This design comes from an exercise in tuning for small area on the open sky130 flow, not from production work. The RTL was checked by simulation tests, not by an equivalence proof against the original design. Power is estimated from default activity; no workload was simulated.

==> flow/design.v <==
module wb_req_arbiter #(
   parameter int DATA_W  = 96,
   parameter int THR_W   = 2,
   parameter int NUM_THR = 4,
   parameter int DEPTH   = 2
) (
   input  logic               clock,
   input  logic               reset,
   input  logic               alu_req_valid,
   input  logic [DATA_W-1:0]  alu_req_info,
   input  logic [THR_W-1:0]   alu_thread_id,
   output logic               alu_req_ready,
   input  logic               mul_req_valid,
   input  logic [DATA_W-1:0]  mul_req_info,
   input  logic [THR_W-1:0]   mul_thread_id,
   output logic               mul_req_ready,
   input  logic               cache_req_valid,
   input  logic [DATA_W-1:0]  cache_req_info,
   input  logic [THR_W-1:0]   cache_thread_id,
   output logic               cache_req_ready,
   input  logic [NUM_THR-1:0] flush,
   input  logic               rob_ready,
   output logic               out_valid,
   output logic [DATA_W-1:0]  out_info,
   output logic [THR_W-1:0]   out_thread_id,
   output logic [1:0]         out_source
);
   localparam int NS = 3;
   localparam int W  = DATA_W + THR_W;    
   logic [NS-1:0]         in_valid;
   logic [NS*W-1:0]       in_word;
   logic [NS-1:0]         full, eligible, discard, take, push;
   logic [NS*W-1:0]       e0, e1;         
   logic [NS-1:0]         rd;             
   logic [NS-1:0]         rr_q;           
   logic                  out_valid_q;
   logic [W-1:0]          out_q;
   logic [1:0]            out_src_q;
   logic                  load, any_take;
   logic [NS-1:0]         g;
   assign in_valid = {cache_req_valid, mul_req_valid, alu_req_valid};
   assign in_word  = {cache_thread_id, cache_req_info,
                      mul_thread_id, mul_req_info,
                      alu_thread_id, alu_req_info};
   assign alu_req_ready   = !full[0];
   assign mul_req_ready   = !full[1];
   assign cache_req_ready = !full[2];
   assign out_valid       = out_valid_q;
   assign out_info        = out_q[DATA_W-1:0];
   assign out_thread_id   = out_q[W-1:DATA_W];
   assign out_source      = out_src_q;
   for (genvar s = 0; s < NS; s++) begin : g_src
      logic [W-1:0] m0, m1;
      logic         l0, l1;           
      logic         rd_q, ne_q, full_q;
      logic         wr, pop, ok0, ok1, lin, we0, we1;
      logic [W-1:0] inw, m0_d, m1_d;
      assign inw = in_word[s*W +: W];
      assign ok0 = l0 && !flush[m0[W-1:DATA_W]];
      assign ok1 = l1 && !flush[m1[W-1:DATA_W]];
      assign lin = !flush[inw[W-1:DATA_W]];
      assign eligible[s] = ne_q && (rd_q ? ok1 : ok0);
      assign discard[s]  = ne_q && !(rd_q ? l1 : l0);
      assign push[s]     = in_valid[s] && !full_q;
      assign wr          = rd_q ^ ne_q;
      assign we0         = push[s] && !wr;
      assign we1         = push[s] && wr;
      assign pop         = take[s] || discard[s];
      assign full[s]     = full_q;
      assign rd[s]       = rd_q;
      assign e0[s*W +: W] = m0;
      assign e1[s*W +: W] = m1;
      wba_hold #(.W(W)) u_h0 (.we(we0), .web(!we0), .d(inw), .q(m0), .y(m0_d));
      wba_hold #(.W(W)) u_h1 (.we(we1), .web(!we1), .d(inw), .q(m1), .y(m1_d));
      always_ff @(posedge clock) begin
         m0 <= m0_d;
         m1 <= m1_d;
         l0 <= we0 ? lin : ok0;
         l1 <= we1 ? lin : ok1;
      end
      always_ff @(posedge clock or posedge reset) begin
         if (reset) begin
            rd_q   <= 1'b0;
            ne_q   <= 1'b0;
            full_q <= 1'b0;
         end else begin
            rd_q <= rd_q ^ pop;
            if (push[s] != pop) begin
               ne_q   <= push[s] || full_q;
               full_q <= push[s] && ne_q;
            end
         end
      end
   end
   assign load = !out_valid_q || rob_ready;
   assign g[0] = eligible[0] && (rr_q[0] || (rr_q[1] && !eligible[1] && !eligible[2]) || (rr_q[2] && !eligible[2]));
   assign g[1] = eligible[1] && (rr_q[1] || (rr_q[2] && !eligible[2] && !eligible[0]) || (rr_q[0] && !eligible[0]));
   assign g[2] = eligible[2] && (rr_q[2] || (rr_q[0] && !eligible[0] && !eligible[1]) || (rr_q[1] && !eligible[1]));
   assign take     = {NS{load}} & g;
   assign any_take = |take;
   logic [W-1:0] out_d;
   wba_omux #(.W(W)) u_omux (
      .s00(take[0] && !rd[0]), .s01(take[0] && rd[0]),
      .s10(take[1] && !rd[1]), .s11(take[1] && rd[1]),
      .s20(take[2] && !rd[2]), .s21(take[2] && rd[2]),
      .sh(!any_take),
      .d00(e0[0*W +: W]), .d01(e1[0*W +: W]),
      .d10(e0[1*W +: W]), .d11(e1[1*W +: W]),
      .d20(e0[2*W +: W]), .d21(e1[2*W +: W]),
      .dh(out_q), .y(out_d));
   always_ff @(posedge clock) begin
      out_q     <= out_d;
      out_src_q <= ({2{any_take}} & {take[2], take[1]}) | ({2{!any_take}} & out_src_q);
   end
   always_ff @(posedge clock or posedge reset) begin
      if (reset) begin
         rr_q        <= 3'b001;
         out_valid_q <= 1'b0;
      end else if (load) begin
         out_valid_q <= any_take;
         if (any_take) rr_q <= {take[1], take[0], take[2]};
      end else if (flush[out_q[W-1:DATA_W]]) begin
         out_valid_q <= 1'b0;
      end
   end
endmodule
module wba_hold #(
   parameter int W = 1
) (
   input  logic         we,
   input  logic         web,
   input  logic [W-1:0] d,
   input  logic [W-1:0] q,
   output logic [W-1:0] y
);
   assign y = ({W{we}} & d) | ({W{web}} & q);
endmodule
module wba_omux #(
   parameter int W = 1
) (
   input  logic         s00, s01, s10, s11, s20, s21, sh,
   input  logic [W-1:0] d00, d01, d10, d11, d20, d21, dh,
   output logic [W-1:0] y
);
   logic [W-1:0] na, nb;
   wba_aoi3 #(.W(W)) u_a (.s0(s00), .s1(s01), .s2(s10), .d0(d00), .d1(d01), .d2(d10), .yn(na));
   wba_aoi3 #(.W(W)) u_b (.s0(s11), .s1(s20), .s2(s21), .d0(d11), .d1(d20), .d2(d21), .yn(nb));
   assign y = ~(na & nb) | ({W{sh}} & dh);
endmodule
module wba_aoi3 #(
   parameter int W = 1
) (
   input  logic         s0, s1, s2,
   input  logic [W-1:0] d0, d1, d2,
   output logic [W-1:0] yn
);
   assign yn = ~(({W{s0}} & d0) | ({W{s1}} & d1) | ({W{s2}} & d2));
endmodule
==> flow/config.mk <==
export PLATFORM = sky130hd
export DESIGN_NAME = wb_req_arbiter
export DESIGN_NICKNAME = wb_req_arbiter
export VERILOG_FILES = /design/flow/design.v
export SDC_FILE = /design/flow/constraint.sdc
export NUM_CORES = 4
export LEC_CHECK = 0
export CAP_MARGIN = 20
export CORE_MARGIN = 2
export CORE_UTILIZATION = 70
export SLEW_MARGIN = 20
export SYNTH_HIERARCHICAL = 1
export SYNTH_MINIMUM_KEEP_SIZE = 0
==> flow/constraint.sdc <==
create_clock -name core_clock -period 5.0 [get_ports {clock}]
set_input_delay 1.0000 -clock core_clock [delete_from_list [all_inputs] [get_ports {clock}]]
set_output_delay 1.0000 -clock core_clock [all_outputs]
set_load 0.01 [all_outputs]
standard.sh (not shown) runs the stock make flow with config.mk's settings and CLKGATE_MAP_FILE= SYNTH_SCRIPT=/design/flow/synth_recipe.tcl, a recipe that flattens the netlist after the stock synthesis.
==> flow/flow/run.sh <==
#!/bin/bash
# Standard synthesis, then the standard layout with 1x port buffers and a
# clock tree of clkbuf_4 leaf clusters without dummy loads.
set -euo pipefail
bash standard.sh synth > synth_step.log 2>&1
bash standard.sh \
  BUFFER_PORTS_ARGS="-buffer_cell sky130_fd_sc_hd__buf_1" \
  CTS_ARGS="-sink_clustering_enable -repair_clock_nets -sink_clustering_size 10 -sink_clustering_max_diameter 40 -buf_list sky130_fd_sc_hd__clkbuf_4 -dont_use_dummy_load" \
  finish > layout_step.log 2>&1
Rerun with:
--- a/flow/design.v
+++ b/flow/design.v
@@ -52,43 +52,48 @@
    for (genvar s = 0; s < NS; s++) begin : g_src
       logic [W-1:0] m0, m1;
       logic         l0, l1;           
       logic         rd_q, ne_q, full_q;
-      logic         wr, pop, ok0, ok1, lin, we0, we1;
-      logic [W-1:0] inw, m0_d, m1_d;
-      assign inw = in_word[s*W +: W];
-      assign ok0 = l0 && !flush[m0[W-1:DATA_W]];
-      assign ok1 = l1 && !flush[m1[W-1:DATA_W]];
-      assign lin = !flush[inw[W-1:DATA_W]];
-      assign eligible[s] = ne_q && (rd_q ? ok1 : ok0);
-      assign discard[s]  = ne_q && !(rd_q ? l1 : l0);
+      logic         wr, hlive, pop;
+      logic [THR_W-1:0] hthr;
+      logic [W-1:0] inw;
+      assign inw   = in_word[s*W +: W];
+      assign hlive = rd_q ? l1 : l0;
+      assign hthr  = rd_q ? m1[W-1:DATA_W] : m0[W-1:DATA_W];
+      assign eligible[s] = ne_q && hlive && !flush[hthr];
+      assign discard[s]  = ne_q && !hlive;
       assign push[s]     = in_valid[s] && !full_q;
       assign wr          = rd_q ^ ne_q;
-      assign we0         = push[s] && !wr;
-      assign we1         = push[s] && wr;
       assign pop         = take[s] || discard[s];
       assign full[s]     = full_q;
       assign rd[s]       = rd_q;
       assign e0[s*W +: W] = m0;
       assign e1[s*W +: W] = m1;
+      logic we0, we1;
+      assign we0 = push[s] && !wr;
+      assign we1 = push[s] && wr;
+      logic [W-1:0] m0_d, m1_d;
       wba_hold #(.W(W)) u_h0 (.we(we0), .web(!we0), .d(inw), .q(m0), .y(m0_d));
       wba_hold #(.W(W)) u_h1 (.we(we1), .web(!we1), .d(inw), .q(m1), .y(m1_d));
       always_ff @(posedge clock) begin
          m0 <= m0_d;
          m1 <= m1_d;
-         l0 <= we0 ? lin : ok0;
-         l1 <= we1 ? lin : ok1;
+         l0 <= we0 ? !flush[inw[W-1:DATA_W]] : (l0 && !flush[m0[W-1:DATA_W]]);
+         l1 <= we1 ? !flush[inw[W-1:DATA_W]] : (l1 && !flush[m1[W-1:DATA_W]]);
       end
       always_ff @(posedge clock or posedge reset) begin
          if (reset) begin
             rd_q   <= 1'b0;
             ne_q   <= 1'b0;
             full_q <= 1'b0;
          end else begin
             rd_q <= rd_q ^ pop;
-            if (push[s] != pop) begin
-               ne_q   <= push[s] || full_q;
-               full_q <= push[s] && ne_q;
+            if (push[s] && !pop) begin
+               ne_q   <= 1'b1;
+               full_q <= ne_q;
+            end else if (!push[s] && pop) begin
+               ne_q   <= full_q;
+               full_q <= 1'b0;
             end
          end
       end
    end
Outcome: The changed run went through all stages and came out clean; die area increases by 0.82%; flip-flop and latch count stays the same; total power increases by 15%; via count hardly moves; wire length decreases by 2.2%; design area increases by 0.71%; non-clock buffer count increases by 1.

[static timing again, ports no longer ideal]
The flow's constraints put no driver on any port. The routed layouts listed below were extracted and timed again, unchanged, in two steps.
Step 1 assumes that a clkbuf_16 drives the clock port and a buf_2 every other input.
Step 2 adds t to the input delays and takes it off the output delays; t is the mean of the earliest and latest rising clock arrival at the registers after step 1. Input paths then give back, and output paths get back, about the clock's delay inside the block.
Slacks: no drivers / after step 1 / after step 2; pairs: no drivers / after step 1.
run | t (ns) | slack for setup (ns) | latest minus earliest clock arrival (ns) | worst data-port slew with drivers (ns)
the first run | 0.844 | 1.483 / 1.483 / 0.680 | 0.085 / 0.085 | 0.12
the second run | 0.845 | 0.887 / 0.887 / 0.705 | 0.068 / 0.068 | 0.11
After both steps setup and hold are still met in every run listed. The setup slack of the first run, which loses most, moves by 0.000 ns with the drivers and by -0.803 ns with both steps.
